This is an optimization exercise on Yosys and OpenROAD, whose aim is small area, a short achievable clock period and few clock cycles per item, not a production implementation.

== rev 12 ==
==> module fp_mul_arbiter, before the edit <==
module fp_mul_arbiter #(
    parameter int W = fp_alu_pkg::FP_W
) (
    input  logic         clk,
    input  logic         rst,
    input  logic         req0_valid,
    input  logic [W-1:0] req0_a,
    input  logic [W-1:0] req0_b,
    output logic         req0_ready,
    input  logic         req1_valid,
    input  logic [W-1:0] req1_a,
    input  logic [W-1:0] req1_b,
    output logic         req1_ready,
    output logic         rsp_valid,
    output logic [W-1:0] rsp_data,
    output logic         rsp_id,
    input  logic         rsp_ready
);
    logic        turn_q;                  
    logic        stall;
    logic        accept;
    logic [31:0] in_a, in_b;
    logic        s1_v_q, s1_id_q, s1_sign_q, s1_nan_q;
    logic [9:0]  s1_exp_q;
    logic [22:0] s1_fa_q;
    logic [11:0] s1_bone_q, s1_btwo_q;    
    logic [10:0] s1_bneg_q;
    logic [11:0] enc_one, enc_two;
    logic [10:0] enc_neg;
    logic        pre_sign, pre_nan;
    logic [9:0]  pre_exp;
    logic        s2_v_q, s2_id_q, s2_sign_q, s2_nan_q;
    logic [9:0]  s2_exp_q;
    logic [24:0] s2_ph_q;
    logic        s2_g_q, s2_st_q;
    assign stall      = s2_v_q & ~rsp_ready;
    assign req0_ready = ~rst & ~stall & ~turn_q;
    assign req1_ready = ~rst & ~stall &  turn_q;
    assign accept     = turn_q ? req1_valid : req0_valid;
    assign in_a       = turn_q ? req1_a : req0_a;
    assign in_b       = turn_q ? req1_b : req0_b;
    FP_Mul_pre u_pre (
        .a_i    (in_a),
        .b_i    (in_b),
        .sign_o (pre_sign),
        .nan_o  (pre_nan),
        .exp_o  (pre_exp)
    );
    logic [24:0] mul_ph;
    logic        mul_g, mul_st;
    FP_booth_enc u_enc (
        .fb   (in_b[22:0]),
        .bone (enc_one),
        .btwo (enc_two),
        .bneg (enc_neg)
    );
    FP_Mul_tree u_tree (
        .fa    (s1_fa_q),
        .bone  (s1_bone_q),
        .btwo  (s1_btwo_q),
        .bneg  (s1_bneg_q),
        .ph    (mul_ph),
        .g     (mul_g),
        .st    (mul_st)
    );
    FP_Mul_post u_post (
        .sign_i (s2_sign_q),
        .nan_i  (s2_nan_q),
        .exp_i  (s2_exp_q),
        .ph_i   (s2_ph_q),
        .g_i    (s2_g_q),
        .st_i   (s2_st_q),
        .p_o    (rsp_data)
    );
    always_ff @(posedge clk) begin
        if (rst) begin
            turn_q <= 1'b0;
            s1_v_q <= 1'b0;
            s2_v_q <= 1'b0;
        end else if (!stall) begin
            if (turn_q ? req0_valid : req1_valid) turn_q <= ~turn_q;
            s1_v_q <= accept;
            s2_v_q <= s1_v_q;
        end
    end
    always_ff @(posedge clk) begin
        if (!stall) begin
            s1_id_q   <= turn_q;
            s1_sign_q <= pre_sign;
            s1_nan_q  <= pre_nan;
            s1_exp_q  <= pre_exp;
            s1_fa_q   <= in_a[22:0];
            s1_bone_q <= enc_one;
            s1_btwo_q <= enc_two;
            s1_bneg_q <= enc_neg;
            s2_id_q   <= s1_id_q;
            s2_sign_q <= s1_sign_q;
            s2_nan_q  <= s1_nan_q;
            s2_exp_q  <= s1_exp_q;
            s2_ph_q   <= mul_ph;
            s2_g_q    <= mul_g;
            s2_st_q   <= mul_st;
        end
    end
    assign rsp_valid = s2_v_q;
    assign rsp_id    = s2_id_q;
endmodule
Settings: LEC_CHECK=0, CAP_MARGIN=20, CORE_MARGIN=2, CORE_UTILIZATION=40, SETUP_SLACK_MARGIN=5, SLEW_MARGIN=20, SYNTH_HIERARCHICAL=1, SYNTH_MINIMUM_KEEP_SIZE=0; clock period 11.0 ns.
standard.sh (not shown) runs the stock make flow with config.mk's settings and CLKGATE_MAP_FILE= SYNTH_SCRIPT=/design/flow/synth_recipe.tcl, a recipe that flattens the netlist after the stock synthesis.
==> flow/flow/run.sh <==
#!/bin/bash
# The standard ORFS layout (the standard.sh, standard synthesis unchanged),
# with buf_2 cells as the port buffers instead of the resizer's default pick.
set -euo pipefail
bash standard.sh "BUFFER_PORTS_ARGS=-buffer_cell sky130_fd_sc_hd__buf_2" finish > orfs_make.log 2>&1
Edits applied to the flow inputs when going from rev 12 to rev 13:
--- a/flow/design.v
+++ b/flow/design.v
@@ -2138,16 +2138,14 @@
     logic        turn_q;                  
     logic        stall;
     logic        accept;
     logic [31:0] in_a, in_b;
     logic        s1_v_q, s1_id_q, s1_sign_q, s1_nan_q;
     logic [9:0]  s1_exp_q;
-    logic [22:0] s1_fa_q;
-    logic [11:0] s1_bone_q, s1_btwo_q;    
-    logic [10:0] s1_bneg_q;
-    logic [11:0] enc_one, enc_two;
+    logic [22:0] s1_fa_q, s1_fb_q;
+    logic [11:0] enc_one, enc_two;        
     logic [10:0] enc_neg;
     logic        pre_sign, pre_nan;
     logic [9:0]  pre_exp;
     logic        s2_v_q, s2_id_q, s2_sign_q, s2_nan_q;
     logic [9:0]  s2_exp_q;
     logic [24:0] s2_ph_q;
@@ -2165,22 +2163,22 @@
         .nan_o  (pre_nan),
         .exp_o  (pre_exp)
     );
     logic [24:0] mul_ph;
     logic        mul_g, mul_st;
     FP_booth_enc u_enc (
-        .fb   (in_b[22:0]),
+        .fb   (s1_fb_q),
         .bone (enc_one),
         .btwo (enc_two),
         .bneg (enc_neg)
     );
     FP_Mul_tree u_tree (
         .fa    (s1_fa_q),
-        .bone  (s1_bone_q),
-        .btwo  (s1_btwo_q),
-        .bneg  (s1_bneg_q),
+        .bone  (enc_one),
+        .btwo  (enc_two),
+        .bneg  (enc_neg),
         .ph    (mul_ph),
         .g     (mul_g),
         .st    (mul_st)
     );
     FP_Mul_post u_post (
         .sign_i (s2_sign_q),
@@ -2206,15 +2204,13 @@
         if (!stall) begin
             s1_id_q   <= turn_q;
             s1_sign_q <= pre_sign;
             s1_nan_q  <= pre_nan;
             s1_exp_q  <= pre_exp;
             s1_fa_q   <= in_a[22:0];
-            s1_bone_q <= enc_one;
-            s1_btwo_q <= enc_two;
-            s1_bneg_q <= enc_neg;
+            s1_fb_q   <= in_b[22:0];
             s2_id_q   <= s1_id_q;
             s2_sign_q <= s1_sign_q;
             s2_nan_q  <= s1_nan_q;
             s2_exp_q  <= s1_exp_q;
             s2_ph_q   <= mul_ph;
             s2_g_q    <= mul_g;
--- outcome ---
From rev 12 to rev 13 the numbers moved as follows: final cycle utilization of the critical path climbed 1.4 points; total length of routed wires climbed 1600 um.
When rev 13 is measured against rev 12, its row count turns out 1.2% lower.
Compared with rev 12, rev 13 shows a higher via count.
For worst-case hold slack, rev 13 and rev 12 come out practically identical.
Side by side, area of the multi-input gates turned out higher in rev 13 than in rev 12.
Summary — utilization, rev 13 relative to rev 12: higher, by 1.5 points.
Going from rev 12 to rev 13, design area grows by 310 um^2.
On area of the mapped netlist: between rev 13 and rev 12, it ends up lower for rev 13.
Rev 13 vs rev 12 — total half-perimeter wirelength after legalization and detailed placement dropped by a few percent
Non-clock buffer count: rev 13 vs rev 12 up about 20%
Lower number of H-tree levels was reported by rev 13, not rev 12.
Compared with rev 12, rev 13 shows flip-flop and latch count that has gone down by more than 10%.
No run of this note included a check of the RTL's function; only the layout flow was run.

Another version of the RTL of fp_mul_arbiter (not shown whole).
For scale: about 170 I/O pins, about 20,000 um2 of cells after synthesis.
clock: 11.0 ns
lec_check: 0
cap_margin: 20
core_margin: 2
core_utilization: 40
cts_buf_list: sky130_fd_sc_hd__clkbuf_8
setup_slack_margin: 5
slew_margin: 20
synth_hierarchical: 1
synth_minimum_keep_size: 0
Scripts as last shown in full above: flow/flow/run.sh
Next try:
--- a/flow/design.v
+++ b/flow/design.v
@@ -2148,5 +2148,6 @@
     input  logic         rsp_ready
 );
-    logic        turn_q;                  
+    logic        last_q;                  
+    logic        grant;                   
     logic        stall;
     logic        accept;
@@ -2165,10 +2166,16 @@
     logic [24:0] s2_ph_q;
     logic        s2_g_q, s2_st_q;
+    always_comb begin
+        if (req0_valid && req1_valid) grant = ~last_q;
+        else if (req1_valid)          grant = 1'b1;
+        else if (req0_valid)          grant = 1'b0;
+        else                          grant = ~last_q;
+    end
     assign stall      = s2_v_q & ~rsp_ready;
-    assign req0_ready = ~rst & ~stall & ~turn_q;
-    assign req1_ready = ~rst & ~stall &  turn_q;
-    assign accept     = turn_q ? req1_valid : req0_valid;
-    assign in_a       = turn_q ? req1_a : req0_a;
-    assign in_b       = turn_q ? req1_b : req0_b;
+    assign req0_ready = ~rst & ~stall & ~grant;
+    assign req1_ready = ~rst & ~stall &  grant;
+    assign accept     = grant ? req1_valid : req0_valid;
+    assign in_a       = grant ? req1_a : req0_a;
+    assign in_b       = grant ? req1_b : req0_b;
     FP_Mul_pre u_pre (
         .a_i    (in_a),
@@ -2206,9 +2213,9 @@
     always_ff @(posedge clk) begin
         if (rst) begin
-            turn_q <= 1'b0;
+            last_q <= 1'b1;
             s1_v_q <= 1'b0;
             s2_v_q <= 1'b0;
         end else if (!stall) begin
-            if (turn_q ? req0_valid : req1_valid) turn_q <= ~turn_q;
+            if (accept) last_q <= grant;
             s1_v_q <= accept;
             s2_v_q <= s1_v_q;
@@ -2217,5 +2224,5 @@
     always_ff @(posedge clk) begin
         if (!stall) begin
-            s1_id_q   <= turn_q;
+            s1_id_q   <= grant;
             s1_sign_q <= pre_sign;
             s1_nan_q  <= pre_nan;
Final cell count stays flat.
Routed wire length climbs by about 0.6%.
Sequential cell count does not change.
Critical path depth does not change.
Area after synthesis climbs by 0.61%.
Maximum frequency climbs by 0.44%.
Sequential share of layout area barely changes.
First-iteration DRC count drops by 9.5%.
Clock-buffer cell count is unchanged.
Via count climbs by 0.78%.
Function was not checked in any run of this note: the RTL went through the layout flow alone.

-- separate check: timing with driven ports --
How much do the figures lean on ideal ports? The routed layouts below were timed once more, with nothing changed but the port constraints.
Step 1 sets driving cells, clkbuf_16 on the clock port and buf_2 on the other inputs (assumed; they add their load-dependent delay and slew).
Step 2 moves the port delays by t, midway between the first and last clock arrival at a register: inputs arrive t later, outputs are due t later. That takes back most of the time a late clock gives input paths.
Three values: ideal, step 1, step 2; two values: the first two.
| run | t (ns) | setup slack, ns | latest minus earliest clock arrival (ns) | worst register clock-pin slew, ns | worst slew at a driven data input, ns |
|---|---|---|---|---|---|
| rev 12 | 0.467 | 5.168 / 5.121 / 5.256 | 0.018 / 0.018 | 0.06 / 0.06 | 0.06 |
| rev 13 | 0.419 | 5.019 / 5.019 / 5.019 | 0.026 / 0.026 | 0.10 / 0.10 | 0.05 |
| the first run of note 2 | 0.482 | 5.151 / 5.151 / 5.151 | 0.014 / 0.013 | 0.08 / 0.08 | 0.04 |
| the second run of note 2 | 0.487 | 5.177 / 5.172 / 5.172 | 0.012 / 0.013 | 0.08 / 0.08 | 0.05 |
After both steps every run listed still meets setup and hold. The setup slack of the second run of note 2, which loses most, moves by -0.005 ns with the drivers and by -0.005 ns with both steps.
